This is an optimization exercise on Yosys and OpenROAD, whose aim is small area, not a production implementation.
Where RTL was checked, it was by simulation tests only, not by an equivalence proof against the original.

## birch
// conv1_top
module conv1_top (
    input  logic         clk_i,
    input  logic         reset_i,
    input  logic         pixel_valid_i,
    input  logic [7:0]   pixel_i,
    input  logic         sof_i,
    input  logic         wght_we_i,
    input  logic [4:0]   wght_addr_i,
    input  logic [7:0]   wght_data_i,
    output logic         pool_valid_o,
    output logic [39:0]  pool_data_o
);
Size: ~3600 cells after synthesis, roughly 0.045 mm² of cells after synthesis.
clock: 6.5 ns
lec_check: 0
cap_margin: 20
core_margin: 2
core_utilization: 55
cts_buf_list: sky130_fd_sc_hd__clkbuf_8
slew_margin: 20
synth_hierarchical: 1
synth_minimum_keep_size: 0
standard.sh (not shown) runs the stock make flow with config.mk's settings and CLKGATE_MAP_FILE= SYNTH_SCRIPT=/design/flow/synth_recipe.tcl, a recipe that flattens the netlist after the stock synthesis.
==> flow/flow/run.sh <==
#!/bin/bash
# The standard layout (standard.sh) with two changes to its arguments:
#  - the buffer on each input and output port is the smallest buffer, buf_1;
#  - clock tree synthesis adds no dummy loads and clusters up to 16 sinks
#    within 80 um per leaf buffer.
# All of standard.sh's output goes to standard.log in the work folder; ORFS keeps
# each step's own log under orfs/logs/.
set -euo pipefail
export BUFFER_PORTS_ARGS="-buffer_cell sky130_fd_sc_hd__buf_1"
export CTS_ARGS="-sink_clustering_enable -repair_clock_nets -dont_use_dummy_load -sink_clustering_size 16 -sink_clustering_max_diameter 80 -buf_list sky130_fd_sc_hd__clkbuf_8"
bash standard.sh "BUFFER_PORTS_ARGS=$BUFFER_PORTS_ARGS" "CTS_ARGS=$CTS_ARGS" finish > standard.log 2>&1
Input-level comparison between cedar and birch:
diff --git a/flow/config.mk b/flow/config.mk
--- a/flow/config.mk
+++ b/flow/config.mk
@@ -8,5 +8,5 @@
 export CAP_MARGIN = 20
 export CORE_MARGIN = 2
-export CORE_UTILIZATION = 55
+export CORE_UTILIZATION = 68
 export CTS_BUF_LIST = sky130_fd_sc_hd__clkbuf_8
 export SLEW_MARGIN = 20
## What came out
- cedar completed end to end with timing, DRC and antenna clean.
- cedar vs birch on worst setup slack: cedar is the lower one.
- Relative to birch, final weighted congestion in routability-driven placement has gone up in cedar.
- Per the comparison of cedar with birch, global-route usage shows an increase of 6.9 points, synthesized cell count shows no meaningful change.
- Routed length per instance | cedar above birch
- The detailed-routing iteration count for the pre-antenna-repair pass number comes out higher for cedar vs birch.
- Summary of cedar over birch: fmax now smaller; count of buffers not belonging to the clock network in the layout now smaller.
- | actual slew at the worst max-slew pin | lower: cedar |
- Instance area at placement (cedar vs. birch) decreases slightly

* * *

red:
conv1_top, a different RTL version from the one above (not shown whole).
Size: roughly 3600 cells after synthesis, ~67 I/O pins, roughly 0.045 mm² of cells after synthesis.
==> flow/design.v (excerpt) <==
module conv1_top (
    input  logic         clk_i,
    input  logic         reset_i,
    input  logic         pixel_valid_i,
    input  logic [7:0]   pixel_i,
    input  logic         sof_i,
    input  logic         wght_we_i,
    input  logic [4:0]   wght_addr_i,
    input  logic [7:0]   wght_data_i,
    output logic         pool_valid_o,
    output logic [39:0]  pool_data_o
);
make LEC_CHECK=0 CAP_MARGIN=20 CORE_MARGIN=2 CORE_UTILIZATION=40 SLEW_MARGIN=20 SYNTH_HIERARCHICAL=1 SYNTH_MINIMUM_KEEP_SIZE=0 finish   # period 6.5 ns
run.sh (not shown) runs the stock make flow with config.mk's settings and CLKGATE_MAP_FILE= SYNTH_SCRIPT=/design/flow/synth_recipe.tcl, a recipe that flattens the netlist after the stock synthesis.
Stock flow here: none of the scripts above is used.
Modified inputs, blue compared to red
Settings: setting CTS_BUF_LIST to sky130_fd_sc_hd__clkbuf_8 for the first time; changing CORE_UTILIZATION from 40 to 55.
==> flow/flow/run.sh (new file) <==
#!/bin/bash
# The standard layout (standard.sh) with two changes to its arguments:
#  - the buffer on each input and output port is the smallest buffer, buf_1;
#  - clock tree synthesis adds no dummy loads and clusters up to 12 sinks
#    within 70 um per leaf buffer.
# All of standard.sh's output goes to standard.log in the work folder; ORFS keeps
# each step's own log under orfs/logs/.
set -euo pipefail
export BUFFER_PORTS_ARGS="-buffer_cell sky130_fd_sc_hd__buf_1"
export CTS_ARGS="-sink_clustering_enable -repair_clock_nets -dont_use_dummy_load -sink_clustering_size 12 -sink_clustering_max_diameter 70 -buf_list sky130_fd_sc_hd__clkbuf_8"
bash standard.sh "BUFFER_PORTS_ARGS=$BUFFER_PORTS_ARGS" "CTS_ARGS=$CTS_ARGS" finish > standard.log 2>&1
==> flow/standard.sh (new file) <==
#!/bin/bash
# synth_recipe.tcl (not shown) runs the flow's synth.tcl, then flattens the netlist and writes it again
# the make line also repeats each setting of config.mk as NAME=value (left out here)
make -C /OpenROAD-flow-scripts/flow DESIGN_CONFIG=/design/flow/config.mk WORK_HOME=/design/flow/orfs CLKGATE_MAP_FILE= SYNTH_SCRIPT=/design/flow/synth_recipe.tcl "${@:-finish}"
removed: flow/run.sh
Results
blue completed end to end with timing, DRC and antenna clean.
Placed standard-cell area went down by a few percent going from red to blue.
As far as footprint of the multi-input gates is concerned, red and blue perform about the same.
In blue, the non-clock buffer count came out 4.6% below the value in red.
Delta (blue minus red): detailed route wirelength on metal2 went up; detailed-route wire length went up.
Relative to blue, the following input files were edited for green:
==> flow/run.sh (new file) <==
#!/bin/bash
# synth_recipe.tcl (not shown) runs the flow's synth.tcl, then flattens the netlist and writes it again
# the make line also repeats each setting of config.mk as NAME=value (left out here)
make -C /OpenROAD-flow-scripts/flow DESIGN_CONFIG=/design/flow/config.mk WORK_HOME=/design/flow/orfs CLKGATE_MAP_FILE= SYNTH_SCRIPT=/design/flow/synth_recipe.tcl finish
removed: flow/flow/run.sh
removed: flow/standard.sh
### Flow results
Startpoint of the worst setup timing path = conv1_line_buffer_inst.sr_o[2]$_DFFE_PP_: green; startpoint of the worst setup timing path = conv1_line_buffer_inst.sr_o[64]$_DFFE_PP_: blue
Cmp green and blue / achievable frequency / lower: blue
Taking blue as the reference, in green minimum clock period shows a reduction of 0.11 ns; count of plain and timing-repair buffers moved down.
[inputs] orange vs green
==> flow/flow/run.sh (new file) <==
#!/bin/bash
# The standard layout (standard.sh) with two changes to its arguments:
#  - the buffer on each input and output port is the smallest buffer, buf_1;
#  - clock tree synthesis adds no dummy loads (otherwise the same arguments).
# All of standard.sh's output goes to standard.log in the work folder; ORFS keeps
# each step's own log under orfs/logs/.
set -euo pipefail
export BUFFER_PORTS_ARGS="-buffer_cell sky130_fd_sc_hd__buf_1"
export CTS_ARGS="-sink_clustering_enable -repair_clock_nets -dont_use_dummy_load -buf_list sky130_fd_sc_hd__clkbuf_8"
bash standard.sh "BUFFER_PORTS_ARGS=$BUFFER_PORTS_ARGS" "CTS_ARGS=$CTS_ARGS" finish > standard.log 2>&1
==> flow/standard.sh (new file) <==
#!/bin/bash
# synth_recipe.tcl (not shown) runs the flow's synth.tcl, then flattens the netlist and writes it again
# the make line also repeats each setting of config.mk as NAME=value (left out here)
make -C /OpenROAD-flow-scripts/flow DESIGN_CONFIG=/design/flow/config.mk WORK_HOME=/design/flow/orfs CLKGATE_MAP_FILE= SYNTH_SCRIPT=/design/flow/synth_recipe.tcl "${@:-finish}"
removed: flow/run.sh
Results
Between green and orange, transition time at the pin with the least slew margin is lower for orange, green comes in above that. Compared with green, orange degrades wire length. NOTE: utilization of the core after routing in orange falls short of that of green. Diff green -> orange: number of cells in the finished layout apart from fillers lower, setup slack lower, global-route wire length before repair higher.
Relative to orange, the following input files were edited for purple:
--- a/flow/flow/run.sh
+++ b/flow/flow/run.sh
@@ -4 +4,2 @@
-#  - clock tree synthesis adds no dummy loads (otherwise the same arguments).
+#  - clock tree synthesis adds no dummy loads and clusters up to 16 sinks
+#    within 80 um per leaf buffer.
@@ -9 +10 @@
-export CTS_ARGS="-sink_clustering_enable -repair_clock_nets -dont_use_dummy_load -buf_list sky130_fd_sc_hd__clkbuf_8"
+export CTS_ARGS="-sink_clustering_enable -repair_clock_nets -dont_use_dummy_load -sink_clustering_size 16 -sink_clustering_max_diameter 80 -buf_list sky130_fd_sc_hd__clkbuf_8"
### Flow results
Clock skew: purple > orange
Maximum level of the CTS H-tree for purple: 1 down relative to orange
From orange to purple the numbers moved as follows: final-layout clock buffer total now smaller; area overhead of the layout relative to synthesis now smaller; worst slack on hold paths now larger.
First-pass GRT wire length (lower): purple

* * *

build 44:
conv1_top, a different RTL version from the one above (not shown whole).
For scale: ~3600 cells after synthesis, about 67 I/O pins, ~46000 um^2 of cells after synthesis.
clock: 6.5 ns
lec_check: 0
cap_margin: 20
core_margin: 2
core_utilization: 40
slew_margin: 20
synth_hierarchical: 1
synth_minimum_keep_size: 0
Stock flow here: none of the scripts above is used.
Build 44 completed end to end with timing, DRC and antenna clean.
diff inputs: build 44 => build 75
# build 44
export LEC_CHECK = 0
export CAP_MARGIN = 20
export CORE_MARGIN = 2
export CORE_UTILIZATION = 40
export SLEW_MARGIN = 20
export SYNTH_HIERARCHICAL = 1
export SYNTH_MINIMUM_KEEP_SIZE = 0
create_clock -name core_clock -period 6.5 [get_ports {clk_i}]
# build 75
export LEC_CHECK = 0
export CAP_MARGIN = 5
export CORE_MARGIN = 2
export CORE_UTILIZATION = 55
export CTS_BUF_LIST = sky130_fd_sc_hd__clkbuf_8
export SLEW_MARGIN = 5
export SYNTH_HIERARCHICAL = 1
export SYNTH_MINIMUM_KEEP_SIZE = 0
create_clock -name core_clock -period 6.5 [get_ports {clk_i}]
Findings:
- To summarise build 75: no stage aborted, but the layout did not pass its checks, failing on max-capacitance violations, max-slew violations.
- Compared with build 44, build 75 shows share of final-layout standard cells stronger than drive strength 1 higher by 1.1 points.
- Between build 75 and build 44, the area taken by multi-input logic gates figures differ only marginally.
- | sequential share of layout area | build 75 vs build 44 | 0.28 points higher |
- [build 75] clock buffer instance count of the final layout rose 71% relative to build 44
- | CTS buffer count | higher: build 75 |
- Global-route wire length before repair: build 75 higher than build 44
- On clock period minus worst slack: build 75 sits above build 44.
- Actual transition at the worst max-transition pin (build 75 over build 44): increase, 0.39 ns
- Build 75 vs. build 44: share of cell area taken by multi-input logic gates saw an increase; data arrival time of the critical path saw an increase.
Modified inputs, build 98 compared to build 75
# build 75
export LEC_CHECK = 0
export CAP_MARGIN = 5
export CORE_MARGIN = 2
export CORE_UTILIZATION = 55
export CTS_BUF_LIST = sky130_fd_sc_hd__clkbuf_8
export SLEW_MARGIN = 5
export SYNTH_HIERARCHICAL = 1
export SYNTH_MINIMUM_KEEP_SIZE = 0
create_clock -name core_clock -period 6.5 [get_ports {clk_i}]
# build 98
export LEC_CHECK = 0
export CAP_MARGIN = 20
export CORE_MARGIN = 2
export CORE_UTILIZATION = 55
export CTS_BUF_LIST = sky130_fd_sc_hd__clkbuf_8
export SLEW_MARGIN = 20
export SYNTH_HIERARCHICAL = 1
export SYNTH_MINIMUM_KEEP_SIZE = 0
create_clock -name core_clock -period 6.5 [get_ports {clk_i}]
Results
Of build 98 and build 75, only build 98 finishes the flow clean.
Build 75: flow complete, layout not clean; failing: max-capacitance violations, max-slew violations
Build 75 → build 98: synthesis-to-finish area growth ~0 delta, post-CTS setup buffer count shows no meaningful change.
On required arrival time at the worst endpoint, build 75 tracks build 98 almost exactly.
Build 98 and build 75 ended up with roughly the same clock tree cell share of total cell area.
Comparing build 98 and build 75, clock network latency to the later pin of the worst-skew pair is lower on build 75.
Between build 98 and build 75, the difference in final worst hold slack is negligible.
On final cycle utilization of the critical path: between build 98 and build 75, it ends up higher for build 98.
Cell area of build 98 is on par with build 75.
Input changes introduced in build 7 (baseline for comparison: build 98):
# build 98
export LEC_CHECK = 0
export CAP_MARGIN = 20
export CORE_MARGIN = 2
export CORE_UTILIZATION = 55
export CTS_BUF_LIST = sky130_fd_sc_hd__clkbuf_8
export SLEW_MARGIN = 20
export SYNTH_HIERARCHICAL = 1
export SYNTH_MINIMUM_KEEP_SIZE = 0
create_clock -name core_clock -period 6.5 [get_ports {clk_i}]
# build 7
export LEC_CHECK = 0
export CAP_MARGIN = 20
export CORE_MARGIN = 2
export CORE_UTILIZATION = 55
export CTS_BUF_LIST = sky130_fd_sc_hd__clkbuf_8
export GPL_TIMING_DRIVEN = 0
export SLEW_MARGIN = 20
export SYNTH_HIERARCHICAL = 1
export SYNTH_MINIMUM_KEEP_SIZE = 0
create_clock -name core_clock -period 6.5 [get_ports {clk_i}]
==> run summary <==
Build 7 completed end to end with timing, DRC and antenna clean.
Build 98 completed; timing, DRC and antenna clean
Per the comparison of build 7 with build 98, via total after detailed routing went up about 0.46%; worst path buffer plus inverter count went up 1; last weighted congestion value of the routability-driven placer went down about 3.2%.
No functional check of the RTL was part of any run of this note.

* * *

Another version of the RTL of conv1_top (not shown whole).
For scale: ~67 I/O pins, roughly 0.045 mm² of cells after synthesis.
// conv1_top
module conv1_top (
    input  logic         clk_i,
    input  logic         reset_i,
    input  logic         pixel_valid_i,
    input  logic [7:0]   pixel_i,
    input  logic         sof_i,
    input  logic         wght_we_i,
    input  logic [4:0]   wght_addr_i,
    input  logic [7:0]   wght_data_i,
    output logic         pool_valid_o,
    output logic [39:0]  pool_data_o
);
==> flow/config.mk <==
export PLATFORM = sky130hd
export DESIGN_NAME = conv1_top
export DESIGN_NICKNAME = conv1_top
export VERILOG_FILES = /design/flow/design.v
export SDC_FILE = /design/flow/constraint.sdc
export NUM_CORES = 4
export LEC_CHECK = 0
export CAP_MARGIN = 20
export CORE_MARGIN = 2
export CORE_UTILIZATION = 55
export CTS_BUF_LIST = sky130_fd_sc_hd__clkbuf_8
export SLEW_MARGIN = 20
export SYNTH_HIERARCHICAL = 1
export SYNTH_MINIMUM_KEEP_SIZE = 0
==> flow/constraint.sdc <==
create_clock -name core_clock -period 6.5 [get_ports {clk_i}]
set_input_delay 1.3000 -clock core_clock [delete_from_list [all_inputs] [get_ports {clk_i}]]
set_output_delay 1.3000 -clock core_clock [all_outputs]
set_load 0.01 [all_outputs]
Then changed:
- CORE_UTILIZATION: 55 -> 40
- CTS_BUF_LIST: sky130_fd_sc_hd__clkbuf_8 -> unset
The new run completed with no timing, DRC or antenna violations.
Worst hold slack improves by 0.0037 ns.
Setup slack improves by 0.18 ns.

* * *

conv1_top, a different RTL version from the one above (not shown whole).
For scale: ~67 I/O pins, roughly 45,000 um^2 of cells after synthesis.
clock: 6.5 ns
lec_check: 0
cap_margin: 20
core_margin: 2
core_utilization: 55
cts_buf_list: sky130_fd_sc_hd__clkbuf_8
slew_margin: 20
synth_hierarchical: 1
synth_minimum_keep_size: 0
standard.sh (not shown) runs the stock make flow with config.mk's settings and CLKGATE_MAP_FILE= SYNTH_SCRIPT=/design/flow/synth_recipe.tcl, a recipe that flattens the netlist after the stock synthesis.
==> flow/flow/run.sh <==
#!/bin/bash
# The standard layout (standard.sh) with two changes to its arguments:
#  - the buffer on each input and output port is the smallest buffer, buf_1;
#  - clock tree synthesis adds no dummy loads and clusters up to 16 sinks
#    within 80 um per leaf buffer.
# All of standard.sh's output goes to standard.log in the work folder; ORFS keeps
# each step's own log under orfs/logs/.
set -euo pipefail
export BUFFER_PORTS_ARGS="-buffer_cell sky130_fd_sc_hd__buf_1"
export CTS_ARGS="-sink_clustering_enable -repair_clock_nets -dont_use_dummy_load -sink_clustering_size 16 -sink_clustering_max_diameter 80 -buf_list sky130_fd_sc_hd__clkbuf_8"
bash standard.sh "BUFFER_PORTS_ARGS=$BUFFER_PORTS_ARGS" "CTS_ARGS=$CTS_ARGS" finish > standard.log 2>&1
Then changed:
--- a/flow/flow/run.sh
+++ b/flow/flow/run.sh
@@ -4,2 +4,2 @@
-#  - clock tree synthesis adds no dummy loads and clusters up to 16 sinks
-#    within 80 um per leaf buffer.
+#  - clock tree synthesis adds no dummy loads and clusters up to 12 sinks
+#    within 70 um per leaf buffer.
@@ -10 +10 @@
-export CTS_ARGS="-sink_clustering_enable -repair_clock_nets -dont_use_dummy_load -sink_clustering_size 16 -sink_clustering_max_diameter 80 -buf_list sky130_fd_sc_hd__clkbuf_8"
+export CTS_ARGS="-sink_clustering_enable -repair_clock_nets -dont_use_dummy_load -sink_clustering_size 12 -sink_clustering_max_diameter 70 -buf_list sky130_fd_sc_hd__clkbuf_8"
What happened: Count of clock-buffer cells in the layout increases by 10; synthesized cell count does not change; cell count is about the same; wire length stays flat; die area does not change; cell area hardly moves; synthesized area stays the same; worst setup slack gains 0.051 ns; utilization grows by 0.17 points.

what the ideal ports hide:
No port has a modelled driver above. Below, the same layouts with a new extraction and two added sets of constraints.
Step 1: set_driving_cell puts a clkbuf_16 on clk_i and a buf_2 on each other input, an assumption about the parent block.
Step 2 also shifts input and output timing later by t, the mid clock arrival at the registers, as if the neighbouring blocks saw the same clock.
a / b / c = ideal ports / drivers / drivers and shift; a / b = the first two.
run | t, ns | setup slack, ns | worst setup path at the end | clock arrival spread, ns | worst slew at a driven data input, ns
birch | 0.739 | 0.322 / 0.322 / 0.322 | register to register | 0.107 / 0.108 | 0.05
cedar | 0.742 | 0.288 / 0.288 / 0.288 | register to register | 0.098 / 0.099 | 0.06
red | 0.732 | 0.669 / 0.669 / 0.669 | register to register | 0.031 / 0.031 | 0.05
blue | 0.742 | 0.643 / 0.643 / 0.643 | register to register | 0.126 / 0.127 | 0.06
green | 0.788 | 0.757 / 0.757 / 0.757 | register to register | 0.054 / 0.055 | 0.06
orange | 0.751 | 0.661 / 0.661 / 0.661 | register to register | 0.121 / 0.122 | 0.07
purple | 0.713 | 0.676 / 0.676 / 0.676 | register to register | 0.135 / 0.136 | 0.07
build 44 | 0.706 | 0.808 / 0.808 / 0.808 | register to register | 0.027 / 0.028 | 0.04
build 75 | 0.801 | 0.766 / 0.766 / 0.766 | register to register | 0.044 / 0.044 | 0.06
build 98 | 0.828 | 0.721 / 0.721 / 0.721 | register to register | 0.061 / 0.060 | 0.05
build 7 | 0.819 | 0.592 / 0.592 / 0.592 | register to register | 0.061 / 0.060 | 0.06
the first run of note 4 | 0.828 | 0.404 / 0.404 / 0.404 | register to register | 0.080 / 0.079 | 0.05
the second run of note 4 | 0.740 | 0.580 / 0.580 / 0.580 | register to register | 0.051 / 0.051 | 0.04
the first run of note 5 | 0.723 | 0.298 / 0.298 / 0.098 | input to register | 0.070 / 0.070 | 0.08
the second run of note 5 | 0.742 | 0.349 / 0.349 / 0.100 | input to register | 0.078 / 0.078 | 0.08
The setup slack of the second run of note 5, which loses most, moves by 0.000 ns with the drivers and by -0.249 ns with both steps.
